Context: an optimization exercise on an open-source flow, tuned for small area and a short achievable clock period. The choices shown serve that exercise and are no tape-out recipe.
Function was checked by simulation only, so behaviour that the tests miss may differ from the original.
Power and IR drop assume default switching activity.

run A:
==> flow/design.v (excerpt) <==
module socks4a_request_filter (
  input  wire logic        clk,
  input  wire logic        rst_n,
  input  wire logic        in_valid,
  output logic             in_ready,
  input  wire logic [7:0]  in_req_byte,
  input  wire logic        in_end_of_request,
  output logic             out_valid,
  input  wire logic        out_ready,
  output logic [7:0]       out_reply_byte,
  output logic             out_reply_final,
  output logic             out_granted,
  output logic             out_is_socks4a,
  output logic             out_is_bind,
  input  wire logic        cfg_valid,
  output logic             cfg_ready,
  input  wire logic [2:0]  cfg_index,
  input  wire logic [37:0] cfg_data
);
Size in the first run: ~390 flip-flops, ~70 I/O pins.
clock: 4.5 ns
lec_check: 0
cap_margin: 20
core_margin: 2
core_utilization: 40
place_density: 0.6
setup_slack_margin: 2.3
slew_margin: 20
standard.sh (not shown) runs the stock make flow with config.mk's settings and CLKGATE_MAP_FILE= SYNTH_SCRIPT=/design/flow/synth_recipe.tcl, a recipe that flattens the netlist after the stock synthesis.
==> flow/flow/run.sh <==
#!/bin/bash
# The standard layout (the standard.sh: standard synthesis, floorplan,
# placement, CTS, routing), with two changes:
#  - the port buffers that global placement inserts on every input and output
#    are sky130_fd_sc_hd__buf_1 instead of the delay-buffer cell that
#    buffer_ports picks on its own;
#  - clock tree synthesis uses larger sink clusters and no dummy loads.
set -uo pipefail
bash standard.sh "BUFFER_PORTS_ARGS=-buffer_cell sky130_fd_sc_hd__buf_1" \
  "CTS_ARGS=-sink_clustering_enable -repair_clock_nets -dont_use_dummy_load -buf_list sky130_fd_sc_hd__clkbuf_8 -sink_clustering_size 20 -sink_clustering_max_diameter 60" \
  finish > standard.log 2>&1
Having completed the whole flow, run A delivered a layout that passed the timing, DRC and antenna checks.
For run B, these inputs were changed with respect to run A:
- PLACE_DENSITY changed from 0.6 to 0.65
- CORE_UTILIZATION changed from 40 to 50
==> flow/flow/run.sh <==
#!/bin/bash
# The standard layout (the standard.sh: standard synthesis, floorplan,
# placement, CTS, routing), with two changes:
#  - the port buffers that global placement inserts on every input and output
#    are sky130_fd_sc_hd__buf_2 instead of the delay-buffer cell that
#    buffer_ports picks on its own;
#  - clock tree synthesis uses larger sink clusters and no dummy loads.
set -uo pipefail
bash standard.sh "BUFFER_PORTS_ARGS=-buffer_cell sky130_fd_sc_hd__buf_2" \
  "CTS_ARGS=-sink_clustering_enable -repair_clock_nets -dont_use_dummy_load -buf_list sky130_fd_sc_hd__clkbuf_8 -sink_clustering_size 16 -sink_clustering_max_diameter 50" \
  finish > standard.log 2>&1
Results
Die area: run B vs run A down about 20%. Summary — synthesis-to-finish area growth, run B relative to run A: lower, by 0.42 points. Shortest clock period the worst path allows after layout delta (run B − run A): favourable. Run comparison: run A library cell contributing the largest single delay on the critical path sky130_fd_sc_hd__buf_4; run B library cell contributing the largest single delay on the critical path sky130_fd_sc_hd__buf_2. Cell area | run B vs run A | run B smaller. Summary — number of buffers created by CTS, run B relative to run A: higher, by 25%. [compare] base=run A new=run B: power increased by 0.13 mW relative to the old numbers; CTS clock-pin slew for the worst setup and hold paths now smaller; sequential power share decreased by 1.4 points relative to the old numbers.
> inputs changed (run B -> run C)
- a change of CORE_UTILIZATION from 50 to 40
- a change of PLACE_DENSITY from 0.65 to 0.6
diff --git a/flow/flow/run.sh b/flow/flow/run.sh
--- a/flow/flow/run.sh
+++ b/flow/flow/run.sh
@@ -10 +10 @@
-  "CTS_ARGS=-sink_clustering_enable -repair_clock_nets -dont_use_dummy_load -buf_list sky130_fd_sc_hd__clkbuf_8 -sink_clustering_size 16 -sink_clustering_max_diameter 50" \
+  "CTS_ARGS=-sink_clustering_enable -repair_clock_nets -dont_use_dummy_load -buf_list sky130_fd_sc_hd__clkbuf_8 -sink_clustering_size 20 -sink_clustering_max_diameter 60" \
[summary]
- Compared with run B, in run C share of total power in the clock network shrank by 1.8 points; first-pass GRT wire length shows an increase of 4.8%.
- All of run C and run B finish clean.
- Delta (run C minus run B): maximum clock skew at final layout saw a decrease; combinational power about even; overall track demand over capacity in global routing decreased by 3.4 points relative to the old numbers.
Modified inputs, run D compared to run C
- swapping 20 for 10 in SLEW_MARGIN
- swapping 0.6 for 0.65 in PLACE_DENSITY
- swapping 20 for 10 in CAP_MARGIN
- swapping 40 for 45 in CORE_UTILIZATION
diff --git a/flow/flow/run.sh b/flow/flow/run.sh
--- a/flow/flow/run.sh
+++ b/flow/flow/run.sh
@@ -10 +10 @@
-  "CTS_ARGS=-sink_clustering_enable -repair_clock_nets -dont_use_dummy_load -buf_list sky130_fd_sc_hd__clkbuf_8 -sink_clustering_size 20 -sink_clustering_max_diameter 60" \
+  "CTS_ARGS=-sink_clustering_enable -repair_clock_nets -dont_use_dummy_load -buf_list sky130_fd_sc_hd__clkbuf_8 -sink_clustering_size 16 -sink_clustering_max_diameter 50" \
### Flow results
- On first-pass GRT wire length, run C loses to run D.
- Relative to run C, the overall die width measured on run D has decreased by a few percent.
- ~same maximum frequency in run C and run D
- Run comparison: run C path type of the worst setup path input pin to output pin; run D path type of the worst setup path input pin to flip-flop
- In the flow results for run C and run D, the clock skew is smaller on run C.
- The final reports for run D and run C show total number of multi-input combinational cells higher in the former.
- Minimum setup slack in the final design on run D is behind run C.
- Comparing floorplan die area for run C and run D, the smaller number came from run D.
- Looking at clock-net power, run D sits about 10% higher than run C does.
--- input diff run D..run E ---
- CAP_MARGIN: 10 -> 5
- CORE_UTILIZATION: 45 -> 40
- PLACE_DENSITY: 0.65 -> 0.6
- SLEW_MARGIN: 10 -> 5
Notes after the runs:
The kind of critical path comes out input pin to flip-flop in one run and input pin to output pin in the other, namely in run D and run E respectively.
[compare] base=run D new=run E: area growth from synthesis to layout now larger; maximum clock frequency now larger.
[diff] minimum period implied by the final worst setup slack, run E relative to run D: improvement

== run 1 ==
socks4a_request_filter, a different RTL version from the one above (not shown whole).
Size in the first run: ~980 cells after synthesis, about 380 flip-flops.
## socks4a_request_filter
module socks4a_request_filter (
  input  wire logic        clk,
  input  wire logic        rst_n,
  input  wire logic        in_valid,
  output logic             in_ready,
  input  wire logic [7:0]  in_req_byte,
  input  wire logic        in_end_of_request,
  output logic             out_valid,
  input  wire logic        out_ready,
  output logic [7:0]       out_reply_byte,
  output logic             out_reply_final,
  output logic             out_granted,
  output logic             out_is_socks4a,
  output logic             out_is_bind,
  input  wire logic        cfg_valid,
  output logic             cfg_ready,
  input  wire logic [2:0]  cfg_index,
  input  wire logic [37:0] cfg_data
);
export LEC_CHECK = 0
export CAP_MARGIN = 20
export CORE_MARGIN = 2
export CORE_UTILIZATION = 40
export CTS_BUF_LIST = sky130_fd_sc_hd__clkbuf_8
export CTS_CLUSTER_DIAMETER = 50
export CTS_CLUSTER_SIZE = 16
export PLACE_DENSITY = 0.6
export SETUP_SLACK_MARGIN = 2.0
export SLEW_MARGIN = 20
create_clock -name core_clock -period 4.5 [get_ports {clk}]
run.sh (not shown) runs the stock make flow with config.mk's settings and CLKGATE_MAP_FILE= SYNTH_SCRIPT=/design/flow/synth_recipe.tcl, a recipe that flattens the netlist after the stock synthesis.
Stock flow here: none of the scripts above is used.
Run 1 ended with every stage complete and zero timing, DRC or antenna violations.
diff inputs: run 1 => run 2
# run 1
export LEC_CHECK = 0
export CAP_MARGIN = 20
export CORE_MARGIN = 2
export CORE_UTILIZATION = 40
export CTS_BUF_LIST = sky130_fd_sc_hd__clkbuf_8
export CTS_CLUSTER_DIAMETER = 50
export CTS_CLUSTER_SIZE = 16
export PLACE_DENSITY = 0.6
export SETUP_SLACK_MARGIN = 2.0
export SLEW_MARGIN = 20
create_clock -name core_clock -period 4.5 [get_ports {clk}]
# run 2
export LEC_CHECK = 0
export CAP_MARGIN = 20
export CORE_MARGIN = 2
export CORE_UTILIZATION = 40
export PLACE_DENSITY = 0.6
export SETUP_SLACK_MARGIN = 2.3
export SLEW_MARGIN = 20
create_clock -name core_clock -period 4.5 [get_ports {clk}]
==> flow/flow/run.sh (new file) <==
#!/bin/bash
# The standard layout (the standard.sh: standard synthesis, floorplan,
# placement, CTS, routing), with two changes:
#  - the port buffers that global placement inserts on every input and output
#    are sky130_fd_sc_hd__buf_2 instead of the delay-buffer cell that
#    buffer_ports picks on its own;
#  - clock tree synthesis uses larger sink clusters and no dummy loads.
set -uo pipefail
bash standard.sh "BUFFER_PORTS_ARGS=-buffer_cell sky130_fd_sc_hd__buf_2" \
  "CTS_ARGS=-sink_clustering_enable -repair_clock_nets -dont_use_dummy_load -buf_list sky130_fd_sc_hd__clkbuf_16 -sink_clustering_size 30 -sink_clustering_max_diameter 60" \
  finish > standard.log 2>&1
==> flow/standard.sh (new file) <==
#!/bin/bash
# synth_recipe.tcl (not shown) runs the flow's synth.tcl, then flattens the netlist and writes it again
# the make line also repeats each setting of config.mk as NAME=value (left out here)
make -C /OpenROAD-flow-scripts/flow DESIGN_CONFIG=/design/flow/config.mk WORK_HOME=/design/flow/orfs CLKGATE_MAP_FILE= SYNTH_SCRIPT=/design/flow/synth_recipe.tcl "${@:-finish}"
removed: flow/run.sh
[summary]
- Number of instances in the synthesized netlist: run 1 vs run 2 identical
- Diff run 1 -> run 2 | total power | down by a few percent
- Via count, run 2 and run 1, higher one = run 1.
- Between run 1 and run 2, the sequential cell area figures differ only marginally.
- Per the comparison of run 2 with run 1, data required time of the critical path went up 1.14 ns; wire length lower; global-route usage now sits lower.
Setup changes, run 2 to run 3
==> flow/flow/run.sh <==
#!/bin/bash
# The standard layout (the standard.sh: standard synthesis, floorplan,
# placement, CTS, routing), with one change: the port buffers that global
# placement inserts on every input and output are sky130_fd_sc_hd__buf_2
# instead of the delay-buffer cell that buffer_ports picks on its own.
set -uo pipefail
bash standard.sh "BUFFER_PORTS_ARGS=-buffer_cell sky130_fd_sc_hd__buf_2" finish > standard.log 2>&1
## What came out
Going from run 2 to run 3, post-route minimum period barely changed; sequential fraction of total cell area -2.3 points. Changes observed in run 3 relative to run 2: post-CTS setup buffer count lost 1; share of the clock period used by the worst path after layout neither gained nor lost much.
#### Input delta (run 4 over run 3)
==> flow/flow/run.sh <==
#!/bin/bash
# The standard layout (the standard.sh: standard synthesis, floorplan,
# placement, CTS, routing), with two changes:
#  - the port buffers that global placement inserts on every input and output
#    are sky130_fd_sc_hd__buf_2 instead of the delay-buffer cell that
#    buffer_ports picks on its own;
#  - clock tree synthesis uses larger sink clusters and no dummy loads.
set -uo pipefail
bash standard.sh "BUFFER_PORTS_ARGS=-buffer_cell sky130_fd_sc_hd__buf_2" \
  "CTS_ARGS=-sink_clustering_enable -repair_clock_nets -dont_use_dummy_load -buf_list sky130_fd_sc_hd__clkbuf_8 -sink_clustering_size 16 -sink_clustering_max_diameter 50" \
  finish > standard.log 2>&1
Relative to run 3, post-layout instance count excluding filler cells has decreased by 35 in run 4.
Compared with run 3, run 4 shows a lower leakage power.
Run 3 and run 4 ended up with nearly the same met1 capacity usage during global routing.
Modified inputs, run 5 compared to run 4
# run 4
export LEC_CHECK = 0
export CAP_MARGIN = 20
export CORE_MARGIN = 2
export CORE_UTILIZATION = 40
export PLACE_DENSITY = 0.6
export SETUP_SLACK_MARGIN = 2.3
export SLEW_MARGIN = 20
create_clock -name core_clock -period 4.5 [get_ports {clk}]
# run 5
export LEC_CHECK = 0
export CAP_MARGIN = 20
export CORE_MARGIN = 2
export CORE_UTILIZATION = 40
export CTS_BUF_LIST = sky130_fd_sc_hd__clkbuf_8
export CTS_CLUSTER_DIAMETER = 50
export CTS_CLUSTER_SIZE = 16
export PLACE_DENSITY = 0.6
export SETUP_SLACK_MARGIN = 2.3
export SLEW_MARGIN = 20
create_clock -name core_clock -period 4.5 [get_ports {clk}]
==> flow/flow/run.sh <==
#!/bin/bash
# The standard layout (the standard.sh: standard synthesis, floorplan,
# placement, CTS, routing), with one change: the port buffers that global
# placement inserts on every input and output are sky130_fd_sc_hd__buf_2
# instead of the delay-buffer cell that buffer_ports picks on its own.
set -uo pipefail
bash standard.sh "BUFFER_PORTS_ARGS=-buffer_cell sky130_fd_sc_hd__buf_2" finish > standard.log 2>&1
[summary]
Between run 4 and run 5, the flow reports number of multi-input combinational cells decreasing slightly. Routed wire length (lower): run 5. Global-route total usage across every layer essentially unchanged between run 4 and run 5. For final total power, dividing the value from run 4 by the value from run 5 gives 0.897. Lower final cell area excluding filler cells was reported by run 4, not run 5. Clock network area share | run 5 above run 4.

==> re-timing with driven ports <==
How much do the figures lean on ideal ports? The routed layouts below were timed once more, with nothing changed but the port constraints.
Step 1 assumes that a clkbuf_16 drives the clock port and a buf_2 every other input.
Step 2 also shifts input and output timing later by t, the mid clock arrival at the registers, as if the neighbouring blocks saw the same clock.
a / b / c = ideal ports / drivers / drivers and shift; a / b = the first two.
| run | shift t [ns] | slack for setup (ns) | slew at the worst register clock pin (ns) |
|---|---|---|---|
| run A | 0.619 | 2.191 / 2.205 / 1.588 | 0.12 / 0.12 |
| run B | 0.567 | 2.299 / 2.259 / 1.764 | 0.10 / 0.10 |
| run C | 0.625 | 2.245 / 2.227 / 1.734 | 0.12 / 0.12 |
| run D | 0.578 | 2.241 / 2.229 / 1.685 | 0.10 / 0.10 |
| run E | 0.574 | 2.291 / 2.253 / 1.765 | 0.10 / 0.10 |
| run 1 | 0.613 | 2.060 / 2.012 / 1.473 | 0.10 / 0.10 |
| run 2 | 0.609 | 2.278 / 2.241 / 1.695 | 0.09 / 0.09 |
| run 3 | 0.579 | 2.279 / 2.250 / 1.727 | 0.06 / 0.06 |
| run 4 | 0.582 | 2.281 / 2.241 / 1.836 | 0.10 / 0.10 |
| run 5 | 0.599 | 2.280 / 2.240 / 1.723 | 0.10 / 0.10 |
After both steps setup and hold are still met in every run listed. The setup slack of run A, which loses most, moves by +0.014 ns with the drivers and by -0.603 ns with both steps.
